Background: an optimization exercise with open tools, aiming at small area, a short achievable clock period and few clock cycles per item. Do not read the settings as production practice. The RTL was checked by simulation tests, not by an equivalence proof against the original design. Power and IR drop assume default switching activity.

==> design/flow/design.v <==
`default_nettype none
package ple_pkg;
    localparam int ACTION_W = 3;
    localparam int VALUE_W  = 32;
    localparam int POS_W    = 8;
    localparam int STATUS_W = 2;
    localparam int CNT_W    = 5;
    localparam int DEPTH    = 16;
    localparam logic [ACTION_W-1:0] ACT_INS_FIRST = 3'd0;
    localparam logic [ACTION_W-1:0] ACT_INS_LAST  = 3'd1;
    localparam logic [ACTION_W-1:0] ACT_INS_AT    = 3'd2;
    localparam logic [ACTION_W-1:0] ACT_DEL_FIRST = 3'd3;
    localparam logic [ACTION_W-1:0] ACT_DEL_LAST  = 3'd4;
    localparam logic [ACTION_W-1:0] ACT_DEL_AT    = 3'd5;
    localparam logic [ACTION_W-1:0] ACT_READ      = 3'd6;
    localparam logic [STATUS_W-1:0] ST_OK     = 2'd0;
    localparam logic [STATUS_W-1:0] ST_BADPOS = 2'd1;
    localparam logic [STATUS_W-1:0] ST_FULL   = 2'd2;
    localparam logic [STATUS_W-1:0] ST_EMPTY  = 2'd3;
endpackage
`default_nettype wire
`default_nettype none
module ple_cell (
    input  wire logic                       i_clk,
    input  wire logic                       i_en,
    input  wire logic                       i_sv,
    input  wire logic                       i_sl,
    input  wire logic                       i_sr,
    input  wire logic [ple_pkg::VALUE_W-1:0] i_vin,
    input  wire logic [ple_pkg::VALUE_W-1:0] i_left,
    input  wire logic [ple_pkg::VALUE_W-1:0] i_right,
    output logic [ple_pkg::VALUE_W-1:0]      o_raw
);
    localparam int W = ple_pkg::VALUE_W;
    logic [W-1:0] r_raw;
    always_ff @(posedge i_clk) begin
        if (i_en) begin
            r_raw <= ~(({W{i_sv}} & i_vin) | ({W{i_sl}} & i_left) | ({W{i_sr}} & i_right));
        end
    end
    assign o_raw = r_raw;
endmodule
`default_nettype wire
`default_nettype none
module ple_ctrl (
    input  wire logic                        i_valid,
    input  wire logic [ple_pkg::ACTION_W-1:0] i_action,
    input  wire logic [ple_pkg::POS_W-1:0]    i_position,
    input  wire logic [ple_pkg::DEPTH-1:0]    i_cnt_gt,
    output logic [ple_pkg::DEPTH-1:0]         o_pos_le,
    output logic                              o_ins_first,
    output logic                              o_ins_last,
    output logic                              o_ins_at,
    output logic                              o_ok_first,
    output logic                              o_ok_last,
    output logic                              o_ok_at,
    output logic [ple_pkg::DEPTH-1:0]         o_rsel,
    output logic [ple_pkg::STATUS_W-1:0]      o_status,
    output logic                              o_ins_ok,
    output logic                              o_del_ok
);
    localparam int D = ple_pkg::DEPTH;
    logic         w_ins_first, w_ins_last, w_ins_at;
    logic         w_del_first, w_del_last, w_del_at;
    logic         w_read;
    logic         w_is_ins;
    logic         w_is_del;
    logic [D:0]   w_pos_le;       
    logic [D-1:0] w_pos_eq;       
    logic         w_pos_le_n;     
    logic         w_pos_le_n1;    
    logic         w_full;
    logic         w_empty;
    logic         w_bad;
    logic         w_ok_end;       
    logic         w_ok_at;        
    assign w_ins_first = (i_action == ple_pkg::ACT_INS_FIRST);
    assign w_ins_last  = (i_action == ple_pkg::ACT_INS_LAST);
    assign w_ins_at    = (i_action == ple_pkg::ACT_INS_AT);
    assign w_del_first = (i_action == ple_pkg::ACT_DEL_FIRST);
    assign w_del_last  = (i_action == ple_pkg::ACT_DEL_LAST);
    assign w_del_at    = (i_action == ple_pkg::ACT_DEL_AT);
    assign w_read      = (i_action == ple_pkg::ACT_READ);
    assign w_is_ins    = w_ins_first | w_ins_last | w_ins_at;
    assign w_is_del    = w_del_first | w_del_last | w_del_at;
    for (genvar k = 0; k <= D; k++) begin : g_pos
        assign w_pos_le[k] = (i_position[7:5] == 3'b000) && (i_position[4:0] != 5'd0) &&
                             (i_position[4:0] <= 5'(k + 1));
    end
    assign w_pos_eq    = w_pos_le[D-1:0] & ~{w_pos_le[D-2:0], 1'b0};
    assign w_pos_le_n  = |(w_pos_le[D-1:0] & i_cnt_gt);
    assign w_pos_le_n1 = w_pos_le[0] | (|(w_pos_le[D:1] & i_cnt_gt));
    assign w_full      = i_cnt_gt[D-1];
    assign w_empty     = !i_cnt_gt[0];
    assign w_bad    = (w_ins_at & !w_pos_le_n1) | ((w_del_at & !w_empty) | w_read) & !w_pos_le_n;
    assign w_ok_end = (w_ins_first & !w_full) | (w_del_first & !w_empty);
    assign w_ok_at  = (w_ins_at & !w_full & w_pos_le_n1) | (w_del_at & !w_empty & w_pos_le_n);
    assign o_ins_ok = i_valid & (((w_ins_first | w_ins_last) & !w_full) | (w_ins_at & !w_full & w_pos_le_n1));
    assign o_del_ok = i_valid & (((w_del_first | w_del_last) & !w_empty) | (w_del_at & !w_empty & w_pos_le_n));
    assign o_status[1] = (w_is_del & w_empty) | (w_is_ins & w_full & !(w_ins_at & !w_pos_le_n1));
    assign o_status[0] = (w_is_del & w_empty) | w_bad;
    assign o_pos_le    = w_pos_le[D-1:0];
    assign o_ins_first = w_ins_first;
    assign o_ins_last  = w_ins_last;
    assign o_ins_at    = w_ins_at;
    assign o_ok_first  = i_valid & w_ok_end;
    assign o_ok_last   = i_valid & w_ins_last & !w_full;
    assign o_ok_at     = i_valid & w_ok_at;
    assign o_rsel   = {D{w_read}} & w_pos_eq & i_cnt_gt;
endmodule
`default_nettype wire
`default_nettype none
module positional_list_engine_core #(
    parameter int LIST_DEPTH = 16
) (
    input  wire logic                               i_clk,
    input  wire logic                               i_rst_n,
    input  wire logic                               i_in_valid,
    output logic                                    o_in_ready,
    input  wire logic [ple_pkg::ACTION_W-1:0]       i_action,
    input  wire logic signed [ple_pkg::VALUE_W-1:0] i_value,
    input  wire logic [ple_pkg::POS_W-1:0]          i_position,
    output logic                                    o_out_valid,
    input  wire logic                               i_out_ready,
    output logic [ple_pkg::STATUS_W-1:0]            o_status,
    output logic [ple_pkg::CNT_W-1:0]               o_element_count,
    output logic signed [ple_pkg::VALUE_W-1:0]      o_read_value
);
    localparam int D = ple_pkg::DEPTH;
    localparam int W = ple_pkg::VALUE_W;
    logic                          r_ready;
    logic                          r_a_valid;
    logic                          w_exec;
    logic [ple_pkg::CNT_W-1:0]     r_count;
    logic [D-1:0]                  r_cnt_gt;      
    logic [ple_pkg::CNT_W-1:0]     w_count_next;
    logic [D-1:0]                  w_cnt_gt_next;
    logic                          r_a_ins_ok;
    logic                          r_a_del_ok;
    assign w_exec = r_a_valid && r_ready;
    always_comb begin
        if (w_exec && r_a_ins_ok) begin
            w_count_next  = r_count + 5'd1;
            w_cnt_gt_next = {r_cnt_gt[D-2:0], 1'b1};
        end else if (w_exec && r_a_del_ok) begin
            w_count_next  = r_count - 5'd1;
            w_cnt_gt_next = {1'b0, r_cnt_gt[D-1:1]};
        end else begin
            w_count_next  = r_count;
            w_cnt_gt_next = r_cnt_gt;
        end
    end
    logic [D-1:0]                  w_pos_le;
    logic                          w_ins_first;
    logic                          w_ins_last;
    logic                          w_ins_at;
    logic                          w_ok_first;
    logic                          w_ok_last;
    logic                          w_ok_at;
    logic [D-1:0]                  w_rsel;
    logic [ple_pkg::STATUS_W-1:0]  w_status;
    logic                          w_ins_ok;
    logic                          w_del_ok;
    ple_ctrl u_ctrl (
        .i_valid    (i_in_valid),
        .i_action   (i_action),
        .i_position (i_position),
        .i_cnt_gt   (w_cnt_gt_next),
        .o_pos_le   (w_pos_le),
        .o_ins_first(w_ins_first),
        .o_ins_last (w_ins_last),
        .o_ins_at   (w_ins_at),
        .o_ok_first (w_ok_first),
        .o_ok_last  (w_ok_last),
        .o_ok_at    (w_ok_at),
        .o_rsel     (w_rsel),
        .o_status   (w_status),
        .o_ins_ok   (w_ins_ok),
        .o_del_ok   (w_del_ok)
    );
    logic [D-1:0]                  r_a_pos_le;    
    logic                          r_a_ins_first;
    logic                          r_a_ins_last;
    logic                          r_a_ins_at;
    logic                          r_a_ok_first;  
    logic                          r_a_ok_last;   
    logic                          r_a_ok_at;     
    logic                          w_a_is_ins;
    logic [D-1:0]                  r_a_rsel;
    logic [ple_pkg::STATUS_W-1:0]  r_a_status;
    logic [W-1:0]                  r_a_val;
    always_ff @(posedge i_clk) begin
        if (r_ready) begin
            r_a_pos_le    <= w_pos_le;
            r_a_ins_first <= w_ins_first;
            r_a_ins_last  <= w_ins_last;
            r_a_ins_at    <= w_ins_at;
            r_a_ok_first  <= w_ok_first;
            r_a_ok_last   <= w_ok_last;
            r_a_ok_at     <= w_ok_at;
            r_a_rsel   <= w_rsel;
            r_a_status <= w_status;
            r_a_ins_ok <= w_ins_ok;
            r_a_del_ok <= w_del_ok;
            r_a_val    <= i_value;
        end
    end
    assign w_a_is_ins = r_a_ins_first || r_a_ins_last || r_a_ins_at;
    logic [W-1:0] w_raw [D];
    logic [W-1:0] w_rd;
    for (genvar k = 0; k < D; k++) begin : g_cell
        logic [W-1:0] w_left;
        logic [W-1:0] w_right;
        logic [W-1:0] w_vin;
        logic         w_en_k;
        logic         w_sv_k;
        logic         w_sl_k;
        assign w_vin  = (k % 2 == 1) ? r_a_val : ~r_a_val;
        assign w_en_k = w_exec && (r_a_ok_first || (r_a_ok_last && !r_cnt_gt[k]) ||
                                   (r_a_ok_at && r_a_pos_le[k]));
        if (k == 0) begin : g_first
            assign w_left = '0;
            assign w_sv_k = w_a_is_ins;
            assign w_sl_k = 1'b0;
        end else begin : g_mid_l
            logic w_at_k;
            assign w_at_k = r_a_pos_le[k] && !r_a_pos_le[k-1];
            assign w_left = w_raw[k-1];
            assign w_sv_k = r_a_ins_last || (r_a_ins_at && w_at_k);
            assign w_sl_k = r_a_ins_first || (r_a_ins_at && !w_at_k);
        end
        if (k == D - 1) begin : g_last
            assign w_right = '0;
        end else begin : g_mid_r
            assign w_right = w_raw[k+1];
        end
        ple_cell u_cell (
            .i_clk   (i_clk),
            .i_en    (w_en_k),
            .i_sv    (w_sv_k),
            .i_sl    (w_sl_k),
            .i_sr    (!w_a_is_ins),
            .i_vin   (w_vin),
            .i_left  (w_left),
            .i_right (w_right),
            .o_raw   (w_raw[k])
        );
    end
    logic [D-1:0]                  w_rsel_eff;
    logic                          r_h_valid;
    logic [ple_pkg::STATUS_W-1:0]  r_h_status;
    logic [ple_pkg::CNT_W-1:0]     r_h_count;
    logic [W-1:0]                  r_h_rd;
    logic                          r_s_valid;
    logic [ple_pkg::STATUS_W-1:0]  r_s_status;
    logic [ple_pkg::CNT_W-1:0]     r_s_count;
    logic [D-1:0]                  r_s_rsel;
    logic                          w_h_load;
    assign w_h_load   = !r_h_valid || i_out_ready;
    assign w_rsel_eff = r_s_valid ? r_s_rsel : r_a_rsel;
    always_comb begin
        w_rd = '0;
        for (int k = 0; k < D; k++) begin
            if (k % 2 == 1) begin
                w_rd = w_rd | ({W{w_rsel_eff[k]}} & ~w_raw[k]);
            end else begin
                w_rd = w_rd | ({W{w_rsel_eff[k]}} & w_raw[k]);
            end
        end
    end
    always_ff @(posedge i_clk) begin
        if (w_exec) begin
            r_s_status <= r_a_status;
            r_s_count  <= w_count_next;
            r_s_rsel   <= r_a_rsel;
        end
        if (w_h_load) begin
            r_h_status <= r_s_valid ? r_s_status : r_a_status;
            r_h_count  <= r_s_valid ? r_s_count : w_count_next;
            r_h_rd     <= w_rd;
        end
    end
    logic w_a_valid_n;
    logic w_h_valid_n;
    logic w_s_valid_n;
    assign w_a_valid_n = r_ready ? i_in_valid : r_a_valid;
    assign w_h_valid_n = w_h_load ? (r_s_valid || w_exec) : 1'b1;
    assign w_s_valid_n = w_h_load ? (r_s_valid && w_exec) : (r_s_valid || w_exec);
    always_ff @(posedge i_clk) begin
        if (!i_rst_n) begin
            r_a_valid <= 1'b0;
            r_h_valid <= 1'b0;
            r_s_valid <= 1'b0;
            r_ready   <= 1'b1;
            r_count   <= '0;
            r_cnt_gt  <= '0;
        end else begin
            r_a_valid <= w_a_valid_n;
            r_h_valid <= w_h_valid_n;
            r_s_valid <= w_s_valid_n;
            r_ready   <= !w_a_valid_n || !(w_h_valid_n && w_s_valid_n);
            r_count   <= w_count_next;
            r_cnt_gt  <= w_cnt_gt_next;
        end
    end
    assign o_in_ready      = r_ready;
    assign o_out_valid     = r_h_valid;
    assign o_status        = r_h_status;
    assign o_element_count = r_h_count;
    assign o_read_value    = r_h_rd;
endmodule
`default_nettype wire
==> design/flow/run.sh <==
#!/bin/bash
# synth_recipe.tcl (not shown) runs the flow's synth.tcl, then flattens the netlist and writes it again
# the make line also repeats each setting of config.mk as NAME=value (left out here)
make -C /OpenROAD-flow-scripts/flow DESIGN_CONFIG=/design/flow/config.mk WORK_HOME=/design/flow/orfs CLKGATE_MAP_FILE= SYNTH_SCRIPT=/design/flow/synth_recipe.tcl finish
==> design/flow/config.mk <==
export PLATFORM = sky130hd
export DESIGN_NAME = positional_list_engine_core
export DESIGN_NICKNAME = positional_list_engine_core
export VERILOG_FILES = /design/flow/design.v
export SDC_FILE = /design/flow/constraint.sdc
export NUM_CORES = 4
export LEC_CHECK = 0
export CAP_MARGIN = 20
export CORE_MARGIN = 2
export CORE_UTILIZATION = 40
export SETUP_SLACK_MARGIN = 2.9
export SLEW_MARGIN = 20
export SYNTH_HIERARCHICAL = 1
==> design/flow/constraint.sdc <==
create_clock -name core_clock -period 5.2 [get_ports {i_clk}]
set_input_delay 1.0400 -clock core_clock [delete_from_list [all_inputs] [get_ports {i_clk}]]
set_output_delay 1.0400 -clock core_clock [all_outputs]
set_load 0.01 [all_outputs]
==> results.txt <==
what timing repair did:
action / CTS / global route
cloned: 11 / 7
pin swaps: 40 / 52
resized for setup: 226 / 109
hold buffers: 0 / 0
hold endpoints to repair: 0 / 0
endpoints found under the setup margin: 1163 / 468
setup buffers: 92 / 55
per-module statistics from Yosys, one instance, submodules excluded:
module,times used,cells,area (µm²),flip-flops and latches
ple_cell,16,73,1360,32
ple_ctrl,1,168,970,0
positional_list_engine_core,1,855,9110,161
flip-flops by register name, summed over array words and instances (netlist names), 2 cells and up:
signal / cells
r_s_rsel: 16
r_a_val: 32
r_a_rsel: 16
r_h_count: 5
r_a_pos_le: 16
g_cell.u_cell.r_raw: 512
r_cnt_gt: 16
r_s_count: 5
r_h_rd: 32
r_h_status: 2
r_count: 5
r_s_status: 2
r_a_status: 2
through the flow:
stage	cells	hold WS, ps
after floorplan	2259	422
after global placement	3245	434
after detailed placement	3248	441
after CTS	3489	455
after global routing	3551	461
final	3553	464
metal layers:
metal,vias up,track usage (%),part of all wire (%)
met5,-,0.407,0.041
met4,4,21.4,8.3
met3,777,12.5,18
met2,3280,46.4,41
met1,13600,42.3,33
li1,10500,-,-
layout by cell type (no fill, tap or decap), types with 10 or more instances in the layout:
cell type and n:
a21o_2 14, a211oi_1 34, a222oi_1 513, a21oi_1 28, clkbuf_2 10, clkinv_2 14, and2_1 24, nand2b_1 16
o21ai_0 11, nand4_1 31, buf_4 152, buf_6 30, conb_1 69, nor2_4 16, o22ai_1 58, clkdlybuf4s50_1 39
a221oi_1 58, clkbuf_16 85, and3_1 10, mux2i_1 15, o21bai_4 15, o2bb2ai_1 70, inv_1 62, dfxtp_1 22
a221oi_2 10, edfxtp_1 648, nand2_1 38, buf_12 39, nor2_1 78, clkbuf_1 15, buf_2 23, clkinv_1 17
worst register-to-register path, cell delays in order, from the launching register on:
cell,delay (ps)
dfxtp_4,440
nand2_8,180
clkinvlp_4,190
o21ai_2,80
a22o_1,350
a21oi_1,200
o21ai_1,70
and2_4,150
or4_4,540
a311o_1,370
cell families after synthesis:
kind of cell	synth area share [%]
xor+xnor	0.137
mux	1.47
flops	62.6
simple gates	4.55
buf+inv	6.16
other cells	0.0118
compound gates	25.0
fa+ha+maj	0.110
report_power, final:
part           switching [W]  total, W  leakage [nW]  internal (W)
clock                0.00231   0.00528          1.16       0.00296
combinational       0.000911   0.00135          5.80      0.000441
sequential          0.000131   0.00627          6.34       0.00614
final timing paths:
kind                                  start            end  slack (ps)  depth (start not counted)
worst min-delay path            r_a_rsel[0]    r_s_rsel[0]         460                          0
worst max register to register      r_ready  r_a_status[1]        2370                          9
worst max-delay path                r_ready  r_a_status[1]        2370                          9
worst min register to register  r_a_rsel[0]    r_s_rsel[0]         460                          0
cell type report:
class	instances	area (µm²)
antenna	2	5.00
timing repair buffer	324	3400
multi-input combinational	1295	11300
inverter	69	273
fill	6742	40400
clock buffer	95	2060
sequential	673	20000
clock inverter	43	310
tap	1050	1310
timing repair inverter	2	15.0
==> summary.md <==
| Metric | Value |
|---|---|
| Dpl cell area | 33,800 µm² |
| Leak | 13.3 nW |
| Fraction of registers with async set/reset | 0% |
| Final wirelength | 143,000 µm |
| H-tree lvl count | 3 |
| Max-slew headroom | 17.7% |
| CP max stage cell | or4_4 |
| CP max FO | 12 |
| Min Tclk post-route | 2830 ps |
| Worst endpoint required time | 5570 ps |
| Status | finished clean |
| Endpoints failing setup | 0 |
| Worst-Skew Late Latency | 640 ps |
| DR iter-0 viols | 8,781 |
| Main synth FF type | edfxtp_1 |
| Hpwl dp | 70,700 µm |
| Max-cap violation count | 0 |
| Final hold violation count | 0 |
| Via density | 7.91 |
| Ranking of synthesized cells by area | edfxtp_1, a222oi_1, buf_6 |
| DP Worst Slack | 1080 ps |
| EDFF count, synth | 648 |
| Finished Core Util | 48.9% |
| Setup TNS | 0 ps |
| Syn avg cell area | 14.6 µm² |
| CP cell instances | nand2_8, clkinvlp_4, o21ai_2, a22o_1, a21oi_1, o21ai_1, and2_4, or4_4, a311o_1 |
| Power Density | 334 nW/µm² |
| GRT overflow | 0 |
| Final #Nets | 2,491 |
| Cell Area, Synth | 31,900 µm² |
| Fmax | 0.354 GHz |
| CTS buffer count | 77 |
| Least-Margin Pin Slew | 1230 ps |
| Design area | 38,600 µm² |
| Total Routing Usage GR | 32.9% |
| Number of global-route vias before repair | 26,600 |
| WS Path Type | reg -> reg |
| Setup crit end kind | flip-flop |
| Row Count | 103 |
| RSZ-0062 raised after global routing | true |
| Post-synthesis sequential area ratio | 62.6% |
| Die X | 286 µm |
| Hold Path Class | reg -> reg |
| Drt drc | 0 |
| Share of the synthesized area in the top cell type | 61.0% |
| Critical Path AT | 3190 ps |
| Reg clk slew, reported paths | 60 ps |
| #FFs+latches synth | 673 |
| Die height | 286 µm |
| Ports | 88 |
| Cell count after synthesis | 2,191 |
| Count of different cell masters after synthesis | 71 |
| Initial antenna violation count | 4 |
| Syn-to-layout area delta | 21.0% |
| Slew Limit Fails | 0 |
| CTS tree | yes |
| RePlAce Congestion | 0.901 |
| Power after layout | 0.0129 W |
| Clock root buffer | clkbuf_16 |
| Number of routed nets with antenna violations | 0 |
| Pre-antenna DRT Iters | 17 |
| Top-count cell post-synth | edfxtp_1 |
| CTS Sinks | 673 |
| Final cycle utilization of the critical path | 54.3% |
| Cell type with the largest total area after synthesis | edfxtp_1 |
| Via count | 28,100 |
| Largest net degree at the start of global routing | 145 |
| Die area | 82,000 µm² |
| Peak supply drop | 0.203 mV |
| PortBufs | 87 |
| Initial Utilization | 40.4% |
| Top cells by count, synth | edfxtp_1, a222oi_1, buf_6, nor2_1, buf_2 |
| Top Family by Delay on Critical Path | compound AO/OA/AOI/OAI gates |
| Worst path max stage delay | 540 ps |
| CP Launch Type | flip-flop |
| Warning count from the yosys run | 9 |
| Wire per inst | 40.3 µm |
| Max clock buf depth | 3 |
| Final setup margin | 2370 ps |
| Core area | 79,000 µm² |
| Layout cell share with drive strength beyond 1 | 21.8% |
| Buffer and inverter count on the worst path | 1 |
| Worst Skew | 25.4 ps |
| First-pass GRT wire length | 194,000 µm |
Testbench counts, summed over its fixed seeds: cycles 24,016, items 24,000.

==> re-timing with driven ports <==
How much do the figures lean on ideal ports? The routed layout below was timed once more, with nothing changed but the port constraints.
Step 1 (the two cells are an assumption about what drives the block):
set clk [get_ports {i_clk}]
set_driving_cell -lib_cell sky130_fd_sc_hd__clkbuf_16 $clk
set_driving_cell -lib_cell sky130_fd_sc_hd__buf_2 [delete_from_list [all_inputs] $clk]
Step 2 also shifts input and output timing later by t, the mid clock arrival at the registers, as if the neighbouring blocks saw the same clock.
a / b / c = ideal ports / drivers / drivers and shift; a / b = the first two.
t, ns: 0.694
setup WS [ns]: 2.375 / 2.375 / 1.727
worst register clock-pin slew, ns: 0.07 / 0.07
cell pins on the clock port's net: 1
After both steps this run still meets setup and hold. For this run, drivers alone change the setup slack by 0.000 ns; drivers and shift together by -0.648 ns.
